This design comes from an exercise in tuning for small area and a short achievable clock period on the open sky130 flow, not from production work. Only simulation tests tie the RTL to the original design; equivalence was not proved. The flow treats the clock pin as an ideal source, which a real chip does not have. Power and IR drop assume default switching activity.

==> 09-23 <==
==> flow/design.v <==
package sync_ram_fifo_pkg;
    localparam int FIFO_DEF_DATA_WIDTH = 8;
    localparam int FIFO_DEF_DEPTH      = 256;
    localparam int FIFO_AFULL_MARGIN   = 4;
    localparam int FIFO_DEF_AEMPTY_LVL = 4;
    localparam int FIFO_MIN_DEPTH      = 4;
    function automatic bit is_pow2(input int v);
        is_pow2 = (v > 0) && ((v & (v - 1)) == 0);
    endfunction
endpackage
module fifo_mem #(
    parameter int DATA_WIDTH = 8,
    parameter int DEPTH      = 256
) (
    input  logic                     clk,
    input  logic                     rst,
    input  logic                     we,
    input  logic [(1 << ($clog2(DEPTH) / 2))-1:0]                   wlo_n,
    input  logic [(1 << ($clog2(DEPTH) - $clog2(DEPTH) / 2))-1:0]   whi_n,
    input  logic [DATA_WIDTH-1:0]    wdata,
    input  logic                     re,
    input  logic [(1 << ($clog2(DEPTH) / 2))-1:0]                   rlo_n,
    input  logic [(1 << ($clog2(DEPTH) - $clog2(DEPTH) / 2))-1:0]   rhi_n,
    output logic [DATA_WIDTH-1:0]    rdata
);
    localparam int AW = $clog2(DEPTH);
    localparam int NG = (DEPTH + 2) / 3;
    localparam int LW = AW / 2;
    localparam int NL = 1 << LW;
    logic [DATA_WIDTH-1:0] mem [DEPTH];
    logic [DATA_WIDTH-1:0] rdata_q;
    logic [DATA_WIDTH-1:0] rword;
    logic [DEPTH-1:0]      rsel;
    logic [DEPTH-1:0]      wsel;
    logic [DATA_WIDTH-1:0] slice_n [NG];
    always_comb begin
        for (int i = 0; i < DEPTH; i++) begin
            wsel[i] = we && !(wlo_n[i % NL] || whi_n[i / NL]);
        end
    end
    always_ff @(posedge clk) begin
        for (int i = 0; i < DEPTH; i++) begin
            if (wsel[i]) begin
                mem[i] <= wdata;
            end
        end
    end
    always_comb begin
        for (int i = 0; i < DEPTH; i++) begin
            rsel[i] = !(rlo_n[i % NL] || rhi_n[i / NL]);
        end
    end
    for (genvar g = 0; g < NG; g++) begin : g_slice
        for (genvar b = 0; b < DATA_WIDTH; b++) begin : g_bit
            if (3 * g + 2 < DEPTH) begin : g_three
                fifo_aoi3 u_aoi (
                    .d ({mem[3*g+2][b], mem[3*g+1][b], mem[3*g][b]}),
                    .s (rsel[3*g +: 3]),
                    .y (slice_n[g][b])
                );
            end else if (3 * g + 1 < DEPTH) begin : g_two
                fifo_aoi2 u_aoi (
                    .d ({mem[3*g+1][b], mem[3*g][b]}),
                    .s (rsel[3*g +: 2]),
                    .y (slice_n[g][b])
                );
            end else begin : g_one
                fifo_aoi1 u_aoi (
                    .d (mem[3*g][b]),
                    .s (rsel[3*g]),
                    .y (slice_n[g][b])
                );
            end
        end
    end
    always_comb begin
        rword = '0;
        for (int g = 0; g < NG; g++) begin
            rword = rword | ~slice_n[g];
        end
    end
    always_ff @(posedge clk) begin
        if (rst) begin
            rdata_q <= '0;
        end else if (re) begin
            rdata_q <= rword;
        end
    end
    assign rdata = rdata_q;
endmodule
module fifo_aoi3 (
    input  logic [2:0] d,
    input  logic [2:0] s,
    output logic       y
);
    assign y = ~|(d & s);
endmodule
module fifo_aoi2 (
    input  logic [1:0] d,
    input  logic [1:0] s,
    output logic       y
);
    assign y = ~|(d & s);
endmodule
module fifo_aoi1 (
    input  logic d,
    input  logic s,
    output logic y
);
    assign y = ~(d & s);
endmodule
module sync_ram_fifo
#(
    parameter int DATA_WIDTH = sync_ram_fifo_pkg::FIFO_DEF_DATA_WIDTH,
    parameter int DEPTH      = sync_ram_fifo_pkg::FIFO_DEF_DEPTH,
    parameter int AFULL_LVL  = DEPTH - sync_ram_fifo_pkg::FIFO_AFULL_MARGIN,
    parameter int AEMPTY_LVL = sync_ram_fifo_pkg::FIFO_DEF_AEMPTY_LVL
) (
    input  logic                       clk,
    input  logic                       rst,
    input  logic                       wr_en,
    input  logic [DATA_WIDTH-1:0]      data_in,
    input  logic                       rd_en,
    output logic [DATA_WIDTH-1:0]      data_out,
    output logic                       full,
    output logic                       empty,
    output logic [$clog2(DEPTH):0]     count,
    output logic                       overflow,
    output logic                       underflow
    ,
    output logic                       almost_full,
    output logic                       almost_empty
);
    localparam int AW = $clog2(DEPTH);
    localparam int PW = AW + 1;
    if (!sync_ram_fifo_pkg::is_pow2(DEPTH) || DEPTH < sync_ram_fifo_pkg::FIFO_MIN_DEPTH ||
        AFULL_LVL < 0 || AFULL_LVL > DEPTH ||
        AEMPTY_LVL < 0 || AEMPTY_LVL > DEPTH) begin : g_bad_cfg
        $error("sync_ram_fifo: illegal DEPTH or threshold");
    end
    localparam int LW = AW / 2;
    localparam int HW = AW - LW;
    localparam int NL = 1 << LW;
    localparam int NH = 1 << HW;
    logic [NL-1:0] wr_lo_nq;
    logic [NH-1:0] wr_hi_nq;
    logic [NL-1:0] rd_lo_nq;
    logic [NH-1:0] rd_hi_nq;
    logic [PW-1:0] cnt_q;
    logic          full_q;
    logic          empty_q;
    logic          afull_q;
    logic          aempty_q;
    logic          overflow_q;
    logic          underflow_q;
    logic          wr_ok;
    logic          rd_ok;
    logic          inc;
    logic          dec;
    always_comb begin
        wr_ok = wr_en && !full_q;
        rd_ok = rd_en && !empty_q;
        inc   = wr_ok && !rd_ok;
        dec   = rd_ok && !wr_ok;
    end
    always_ff @(posedge clk) begin
        if (rst) begin
            wr_lo_nq    <= {{(NL-1){1'b1}}, 1'b0};
            wr_hi_nq    <= {{(NH-1){1'b1}}, 1'b0};
            rd_lo_nq    <= {{(NL-1){1'b1}}, 1'b0};
            rd_hi_nq    <= {{(NH-1){1'b1}}, 1'b0};
            cnt_q       <= '0;
            full_q      <= 1'b0;
            empty_q     <= 1'b1;
            afull_q     <= 1'b0;
            aempty_q    <= 1'b1;
            overflow_q  <= 1'b0;
            underflow_q <= 1'b0;
        end else begin
            if (wr_ok) wr_lo_nq <= {wr_lo_nq[NL-2:0], wr_lo_nq[NL-1]};
            if (wr_ok && !wr_lo_nq[NL-1]) wr_hi_nq <= {wr_hi_nq[NH-2:0], wr_hi_nq[NH-1]};
            if (rd_ok) rd_lo_nq <= {rd_lo_nq[NL-2:0], rd_lo_nq[NL-1]};
            if (rd_ok && !rd_lo_nq[NL-1]) rd_hi_nq <= {rd_hi_nq[NH-2:0], rd_hi_nq[NH-1]};
            if (inc) begin
                cnt_q    <= cnt_q + 1'b1;
                full_q   <= (cnt_q == PW'(DEPTH - 1));
                empty_q  <= 1'b0;
                afull_q  <= (cnt_q >= PW'(AFULL_LVL - 1));
                aempty_q <= (cnt_q <= PW'(AEMPTY_LVL - 1));
            end else if (dec) begin
                cnt_q    <= cnt_q - 1'b1;
                full_q   <= 1'b0;
                empty_q  <= (cnt_q == PW'(1));
                afull_q  <= (cnt_q >= PW'(AFULL_LVL + 1));
                aempty_q <= (cnt_q <= PW'(AEMPTY_LVL + 1));
            end
            overflow_q  <= wr_en && full_q;
            underflow_q <= rd_en && empty_q;
        end
    end
    assign count     = cnt_q;
    assign full      = full_q;
    assign empty     = empty_q;
    assign overflow  = overflow_q;
    assign underflow = underflow_q;
    assign almost_full  = afull_q;
    assign almost_empty = aempty_q;
    fifo_mem #(
        .DATA_WIDTH (DATA_WIDTH),
        .DEPTH      (DEPTH)
    ) u_mem (
        .clk   (clk),
        .rst   (rst),
        .we    (!full_q),
        .wlo_n (wr_lo_nq),
        .whi_n (wr_hi_nq),
        .wdata (data_in),
        .re    (rd_ok),
        .rlo_n (rd_lo_nq),
        .rhi_n (rd_hi_nq),
        .rdata (data_out)
    );
endmodule
==> flow/flow/run.sh <==
#!/bin/bash
# Standard layout, with two hooks:
#  - fanout.tcl (before the placement-stage repair) caps net fanout;
#  - ring_skew.tcl (after CTS) moves the pointer-ring registers onto a short
#    clock branch, then runs the CTS-stage timing repair skipped in cts.tcl.
set -euo pipefail
here=$(pwd)
bash standard.sh SKIP_CTS_REPAIR_TIMING=1 \
  PRE_RESIZE_TCL="$here/flow/fanout.tcl" \
  POST_CTS_TCL="$here/flow/ring_skew.tcl" finish \
  > "$here/standard_flow.log" 2>&1
==> flow/flow/fanout.tcl <==
# PRE_RESIZE hook: cap the fanout of every signal net, so that the
# placement-stage repair splits the data_in distribution (256 loads per bit)
# into buffer trees of small nets.
set_max_fanout 24 [current_design]
==> flow/flow/ring_skew.tcl <==
# POST_CTS hook. The one-cold pointer rings (rd/wr lo/hi) only launch
# register-to-register paths (read select into the read register, write
# select into the storage enables) and capture from their own requests, so
# they are clocked from short branches off the clock root: one clkbuf_16
# per cluster of at most 8 ring registers. Then the CTS-stage timing repair
# (skipped in cts.tcl) runs here.
set block [ord::get_db_block]
set root_net ""
set root_inst [$block findInst clkbuf_0_clk]
if {$root_inst eq "NULL" || $root_inst eq ""} { error "ring_skew: no clock root buffer clkbuf_0_clk" }
foreach it [$root_inst getITerms] {
  if {[$it isOutputSignal]} { set root_net [$it getNet] }
}
if {$root_net eq ""} { error "ring_skew: clock root buffer has no output net" }
set items {}
foreach inst [$block getInsts] {
  if {[regexp {^(rd|wr)_(lo|hi)_nq\\?\[} [$inst getName]]} {
    set b [$inst getBBox]
    lappend items [list [$b xMin] [$b yMin] $inst]
  }
}
puts "ring_skew: [llength $items] ring registers"
if {[llength $items] == 0} { error "ring_skew: no ring registers found" }
set master [[ord::get_db] findMaster sky130_fd_sc_hd__clkbuf_16]
set GRP 8
# split along the longer side at the median until each group has <= GRP
proc ring_split {items grp} {
  if {[llength $items] <= $grp} { return [list $items] }
  set xs [lsort -integer [lmap it $items {lindex $it 0}]]
  set ys [lsort -integer [lmap it $items {lindex $it 1}]]
  set dx [expr {[lindex $xs end] - [lindex $xs 0]}]
  set dy [expr {[lindex $ys end] - [lindex $ys 0]}]
  set k [expr {$dx >= $dy ? 0 : 1}]
  set items [lsort -integer -index $k $items]
  set h [expr {[llength $items] / 2}]
  return [concat [ring_split [lrange $items 0 [expr {$h - 1}]] $grp] \
                 [ring_split [lrange $items $h end] $grp]]
}
set groups [ring_split $items $GRP]
set ng [llength $groups]
for {set g 0} {$g < $ng} {incr g} {
  set grp [lindex $groups $g]
  set sx 0
  set sy 0
  foreach it $grp {
    incr sx [lindex $it 0]
    incr sy [lindex $it 1]
  }
  set cx [expr {$sx / [llength $grp]}]
  set cy [expr {$sy / [llength $grp]}]
  set buf [odb::dbInst_create $block $master "clkbuf_ring_$g"]
  $buf setLocation $cx $cy
  $buf setPlacementStatus PLACED
  set net [odb::dbNet_create $block "clknet_ring_$g"]
  $net setSigType CLOCK
  [$buf findITerm A] connect $root_net
  [$buf findITerm X] connect $net
  foreach it $grp {
    set ck [[lindex $it 2] findITerm CLK]
    $ck disconnect
    $ck connect $net
  }
}
puts "ring_skew: $ng ring clock buffers"

detailed_placement
estimate_parasitics -placement
repair_timing_helper
detailed_placement
check_placement -verbose
report_clock_latency
report_worst_slack
==> flow/standard.sh <==
#!/bin/bash
# synth_recipe.tcl (not shown) runs the flow's synth.tcl, then flattens the netlist and writes it again
# the make line also repeats each setting of config.mk as NAME=value (left out here)
make -C /OpenROAD-flow-scripts/flow DESIGN_CONFIG=/design/flow/config.mk WORK_HOME=/design/flow/orfs CLKGATE_MAP_FILE= SYNTH_SCRIPT=/design/flow/synth_recipe.tcl "${@:-finish}"
==> flow/config.mk <==
export PLATFORM = sky130hd
export DESIGN_NAME = sync_ram_fifo
export DESIGN_NICKNAME = sync_ram_fifo
export VERILOG_FILES = /design/flow/design.v
export SDC_FILE = /design/flow/constraint.sdc
export NUM_CORES = 4
export LEC_CHECK = 0
export CAP_MARGIN = 20
export CORE_MARGIN = 2
export CORE_UTILIZATION = 30
export CTS_CLUSTER_DIAMETER = 150
export CTS_CLUSTER_SIZE = 20
export PLACE_DENSITY = 0.6
export SETUP_SLACK_MARGIN = 3.8
export SLEW_MARGIN = 20
export SYNTH_HIERARCHICAL = 1
export SYNTH_MINIMUM_KEEP_SIZE = 0
==> flow/constraint.sdc <==
create_clock -name core_clock -period 6.0 [get_ports {clk}]
set_input_delay 1.2000 -clock core_clock [delete_from_list [all_inputs] [get_ports {clk}]]
set_output_delay 1.2000 -clock core_clock [all_outputs]
set_load 0.01 [all_outputs]
==> inputs of 10-07, as changes to 09-23 <==
--- a/flow/design.v
+++ b/flow/design.v
@@ -21,12 +21,15 @@
     input  logic                     re,
     input  logic [(1 << ($clog2(DEPTH) / 2))-1:0]                   rlo_n,
     input  logic [(1 << ($clog2(DEPTH) - $clog2(DEPTH) / 2))-1:0]   rhi_n,
+    input  logic [(1 << ($clog2(DEPTH) / 2))-1:0]                   rlo2_n,
+    input  logic [(1 << ($clog2(DEPTH) - $clog2(DEPTH) / 2))-1:0]   rhi2_n,
     output logic [DATA_WIDTH-1:0]    rdata
 );
     localparam int AW = $clog2(DEPTH);
     localparam int NG = (DEPTH + 2) / 3;
     localparam int LW = AW / 2;
     localparam int NL = 1 << LW;
+    localparam int NH = 1 << (AW - LW);
     logic [DATA_WIDTH-1:0] mem [DEPTH];
     logic [DATA_WIDTH-1:0] rdata_q;
     logic [DATA_WIDTH-1:0] rword;
@@ -47,7 +50,8 @@
     end
     always_comb begin
         for (int i = 0; i < DEPTH; i++) begin
-            rsel[i] = !(rlo_n[i % NL] || rhi_n[i / NL]);
+            rsel[i] = !(((i / NL) < NH / 2 ? rlo_n[i % NL] : rlo2_n[i % NL]) ||
+                        ((i % NL) < NL / 2 ? rhi_n[i / NL] : rhi2_n[i / NL]));
         end
     end
     for (genvar g = 0; g < NG; g++) begin : g_slice
@@ -146,6 +150,8 @@
     logic [NH-1:0] wr_hi_nq;
     logic [NL-1:0] rd_lo_nq;
     logic [NH-1:0] rd_hi_nq;
+    logic [NL-1:0] rd_lo_nq2;
+    logic [NH-1:0] rd_hi_nq2;
     logic [PW-1:0] cnt_q;
     logic          full_q;
     logic          empty_q;
@@ -169,6 +175,8 @@
             wr_hi_nq    <= {{(NH-1){1'b1}}, 1'b0};
             rd_lo_nq    <= {{(NL-1){1'b1}}, 1'b0};
             rd_hi_nq    <= {{(NH-1){1'b1}}, 1'b0};
+            rd_lo_nq2   <= {{(NL-1){1'b1}}, 1'b0};
+            rd_hi_nq2   <= {{(NH-1){1'b1}}, 1'b0};
             cnt_q       <= '0;
             full_q      <= 1'b0;
             empty_q     <= 1'b1;
@@ -181,6 +189,8 @@
             if (wr_ok && !wr_lo_nq[NL-1]) wr_hi_nq <= {wr_hi_nq[NH-2:0], wr_hi_nq[NH-1]};
             if (rd_ok) rd_lo_nq <= {rd_lo_nq[NL-2:0], rd_lo_nq[NL-1]};
             if (rd_ok && !rd_lo_nq[NL-1]) rd_hi_nq <= {rd_hi_nq[NH-2:0], rd_hi_nq[NH-1]};
+            if (rd_ok) rd_lo_nq2 <= {rd_lo_nq2[NL-2:0], rd_lo_nq2[NL-1]};
+            if (rd_ok && !rd_lo_nq2[NL-1]) rd_hi_nq2 <= {rd_hi_nq2[NH-2:0], rd_hi_nq2[NH-1]};
             if (inc) begin
                 cnt_q    <= cnt_q + 1'b1;
                 full_q   <= (cnt_q == PW'(DEPTH - 1));
@@ -218,6 +228,8 @@
         .re    (rd_ok),
         .rlo_n (rd_lo_nq),
         .rhi_n (rd_hi_nq),
+        .rlo2_n(rd_lo_nq2),
+        .rhi2_n(rd_hi_nq2),
         .rdata (data_out)
     );
 endmodule
--- a/flow/flow/ring_skew.tcl
+++ b/flow/flow/ring_skew.tcl
@@ -1,4 +1,4 @@
-# POST_CTS hook. The one-cold pointer rings (rd/wr lo/hi) only launch
+# POST_CTS hook. The one-cold read-pointer rings (rd lo/hi, two copies) only launch
 # register-to-register paths (read select into the read register, write
 # select into the storage enables) and capture from their own requests, so
 # they are clocked from short branches off the clock root: one clkbuf_16
@@ -14,7 +14,7 @@
 if {$root_net eq ""} { error "ring_skew: clock root buffer has no output net" }
 set items {}
 foreach inst [$block getInsts] {
-  if {[regexp {^(rd|wr)_(lo|hi)_nq\\?\[} [$inst getName]]} {
+  if {[regexp {^rd_(lo|hi)_nq2?\\?\[} [$inst getName]]} {
     set b [$inst getBBox]
     lappend items [list [$b xMin] [$b yMin] $inst]
   }
Settings changed: PLACE_DENSITY 0.6 to 0.7.
==> inputs of 06-05, as changes to 09-23 <==
==> flow/flow/run.sh (replaced) <==
#!/bin/bash
# Standard layout, with one hook: fanout.tcl (before the placement-stage
# repair) caps net fanout.
set -euo pipefail
here=$(pwd)
bash standard.sh PRE_RESIZE_TCL="$here/flow/fanout.tcl" finish \
  > "$here/standard_flow.log" 2>&1
Settings changed: CTS_CLUSTER_SIZE 20 to 25, PLACE_DENSITY 0.6 to 0.7.
removed: flow/flow/ring_skew.tcl
==> inputs of 09-17, as changes to 09-23 <==
--- a/flow/design.v
+++ b/flow/design.v
@@ -21,12 +21,15 @@
     input  logic                     re,
     input  logic [(1 << ($clog2(DEPTH) / 2))-1:0]                   rlo_n,
     input  logic [(1 << ($clog2(DEPTH) - $clog2(DEPTH) / 2))-1:0]   rhi_n,
+    input  logic [(1 << ($clog2(DEPTH) / 2))-1:0]                   rlo2_n,
+    input  logic [(1 << ($clog2(DEPTH) - $clog2(DEPTH) / 2))-1:0]   rhi2_n,
     output logic [DATA_WIDTH-1:0]    rdata
 );
     localparam int AW = $clog2(DEPTH);
     localparam int NG = (DEPTH + 2) / 3;
     localparam int LW = AW / 2;
     localparam int NL = 1 << LW;
+    localparam int NH = 1 << (AW - LW);
     logic [DATA_WIDTH-1:0] mem [DEPTH];
     logic [DATA_WIDTH-1:0] rdata_q;
     logic [DATA_WIDTH-1:0] rword;
@@ -47,7 +50,8 @@
     end
     always_comb begin
         for (int i = 0; i < DEPTH; i++) begin
-            rsel[i] = !(rlo_n[i % NL] || rhi_n[i / NL]);
+            rsel[i] = !(((i / NL) < NH / 2 ? rlo_n[i % NL] : rlo2_n[i % NL]) ||
+                        ((i % NL) < NL / 2 ? rhi_n[i / NL] : rhi2_n[i / NL]));
         end
     end
     for (genvar g = 0; g < NG; g++) begin : g_slice
@@ -146,6 +150,8 @@
     logic [NH-1:0] wr_hi_nq;
     logic [NL-1:0] rd_lo_nq;
     logic [NH-1:0] rd_hi_nq;
+    logic [NL-1:0] rd_lo_nq2;
+    logic [NH-1:0] rd_hi_nq2;
     logic [PW-1:0] cnt_q;
     logic          full_q;
     logic          empty_q;
@@ -169,6 +175,8 @@
             wr_hi_nq    <= {{(NH-1){1'b1}}, 1'b0};
             rd_lo_nq    <= {{(NL-1){1'b1}}, 1'b0};
             rd_hi_nq    <= {{(NH-1){1'b1}}, 1'b0};
+            rd_lo_nq2   <= {{(NL-1){1'b1}}, 1'b0};
+            rd_hi_nq2   <= {{(NH-1){1'b1}}, 1'b0};
             cnt_q       <= '0;
             full_q      <= 1'b0;
             empty_q     <= 1'b1;
@@ -181,6 +189,8 @@
             if (wr_ok && !wr_lo_nq[NL-1]) wr_hi_nq <= {wr_hi_nq[NH-2:0], wr_hi_nq[NH-1]};
             if (rd_ok) rd_lo_nq <= {rd_lo_nq[NL-2:0], rd_lo_nq[NL-1]};
             if (rd_ok && !rd_lo_nq[NL-1]) rd_hi_nq <= {rd_hi_nq[NH-2:0], rd_hi_nq[NH-1]};
+            if (rd_ok) rd_lo_nq2 <= {rd_lo_nq2[NL-2:0], rd_lo_nq2[NL-1]};
+            if (rd_ok && !rd_lo_nq2[NL-1]) rd_hi_nq2 <= {rd_hi_nq2[NH-2:0], rd_hi_nq2[NH-1]};
             if (inc) begin
                 cnt_q    <= cnt_q + 1'b1;
                 full_q   <= (cnt_q == PW'(DEPTH - 1));
@@ -218,6 +228,8 @@
         .re    (rd_ok),
         .rlo_n (rd_lo_nq),
         .rhi_n (rd_hi_nq),
+        .rlo2_n(rd_lo_nq2),
+        .rhi2_n(rd_hi_nq2),
         .rdata (data_out)
     );
 endmodule
--- a/flow/flow/ring_skew.tcl
+++ b/flow/flow/ring_skew.tcl
@@ -1,4 +1,4 @@
-# POST_CTS hook. The one-cold pointer rings (rd/wr lo/hi) only launch
+# POST_CTS hook. The one-cold read-pointer rings (rd lo/hi, two copies) only launch
 # register-to-register paths (read select into the read register, write
 # select into the storage enables) and capture from their own requests, so
 # they are clocked from short branches off the clock root: one clkbuf_16
@@ -14,7 +14,7 @@
 if {$root_net eq ""} { error "ring_skew: clock root buffer has no output net" }
 set items {}
 foreach inst [$block getInsts] {
-  if {[regexp {^(rd|wr)_(lo|hi)_nq\\?\[} [$inst getName]]} {
+  if {[regexp {^rd_(lo|hi)_nq2?\\?\[} [$inst getName]]} {
     set b [$inst getBBox]
     lappend items [list [$b xMin] [$b yMin] $inst]
   }
==> comparison table <==
Slew Limit Headroom: 10-07 6.64%; 09-23 16.0%; 09-17 5.54%; 06-05 5.53%
Highest-delay cell along the critical path: 10-07 sky130_fd_sc_hd__a222oi_1; 09-23 sky130_fd_sc_hd__nor4_4; 09-17 sky130_fd_sc_hd__a222oi_1; 06-05 sky130_fd_sc_hd__a222oi_1
Register area: 10-07 64100 µm²; 09-23 63400 µm²; 09-17 64100 µm²; 06-05 63400 µm²
Result of the run: 10-07 no timing/DRC/antenna violations; 09-23 no timing/DRC/antenna violations; 09-17 no timing/DRC/antenna violations; 06-05 no timing/DRC/antenna violations
CTS Sinks: 10-07 2167; 09-23 2135; 09-17 2167; 06-05 2135
Initial core utilization: 10-07 30.1%; 09-23 30.2%; 09-17 30.1%; 06-05 30.2%
Share of synthesized area occupied by flip-flops and latches: 10-07 82.9%; 09-23 83.2%; 09-17 82.9%; 06-05 83.2%
Number of signal-net inverters in the final layout: 10-07 9; 09-23 8; 09-17 9; 06-05 8
Slew @ Worst Pin: 10-07 1400 ps; 09-23 1260 ps; 09-17 1410 ps; 06-05 1420 ps
Vias in the first global route: 10-07 43400; 09-23 42300; 09-17 42600; 06-05 42400
Fraction of area in multi-input gates: 10-07 15.3%; 09-23 15.0%; 09-17 15.6%; 06-05 15.1%
Proportion of power drawn by the clock network: 10-07 32.2%; 09-23 32.1%; 09-17 32.2%; 06-05 28.6%
Adder-cell share of the synthesized area: 10-07 0.0811%; 09-23 0.0823%; 09-17 0.0811%; 06-05 0.0823%
Overall die width: 10-07 511 µm; 09-23 507 µm; 09-17 511 µm; 06-05 507 µm
Utilization of the core after routing: 10-07 34.4%; 09-23 34.6%; 09-17 34.5%; 06-05 34.4%
Reported sequential group power: 10-07 17.0 mW; 09-23 16.7 mW; 09-17 17.0 mW; 06-05 16.7 mW
Switching share of power: 10-07 22.4%; 09-23 22.6%; 09-17 22.6%; 06-05 22.0%
Stages on worst setup path: 10-07 4; 09-23 7; 09-17 7; 06-05 7
CP arrival: 10-07 3420 ps; 09-23 3410 ps; 09-17 3490 ps; 06-05 3460 ps

-- afterwards: timing with drivers on the ports --
The results above use ideal ports. As a check the final layouts listed here were re-extracted and re-timed, cells and wires unchanged. Step 1, drivers: a clkbuf_16 drives clk and a buf_2 each remaining input, both assumed. Step 2, shift: input delay + t, output delay - t, t = (earliest + latest rising clock arrival at the registers) / 2. This alone moves slack from input paths to output paths. Slacks: ideal ports / drivers / drivers and shift; pairs: ideal ports / drivers.
| run | shift t [ns] | slack for setup (ns) | clock arrival spread, ns | cell pins on the clock port's net |
|---|---|---|---|---|
| 09-23 | 0.785 | 3.340 / 3.278 / 2.662 | 0.388 / 0.388 | 1 |
| 10-07 | 0.797 | 3.325 / 3.274 / 2.941 | 0.402 / 0.402 | 1 |
| 06-05 | 0.822 | 3.173 / 3.173 / 2.630 | 0.064 / 0.063 | 1 |
| 09-17 | 0.782 | 3.262 / 3.262 / 2.895 | 0.387 / 0.387 | 1 |
Clock arrivals are far apart in 09-23, 10-07 and 09-17, so t is only a midpoint there and step 2 fits no single register. The setup slack of 09-23, which loses most, moves by -0.062 ns with the drivers and by -0.678 ns with both steps.
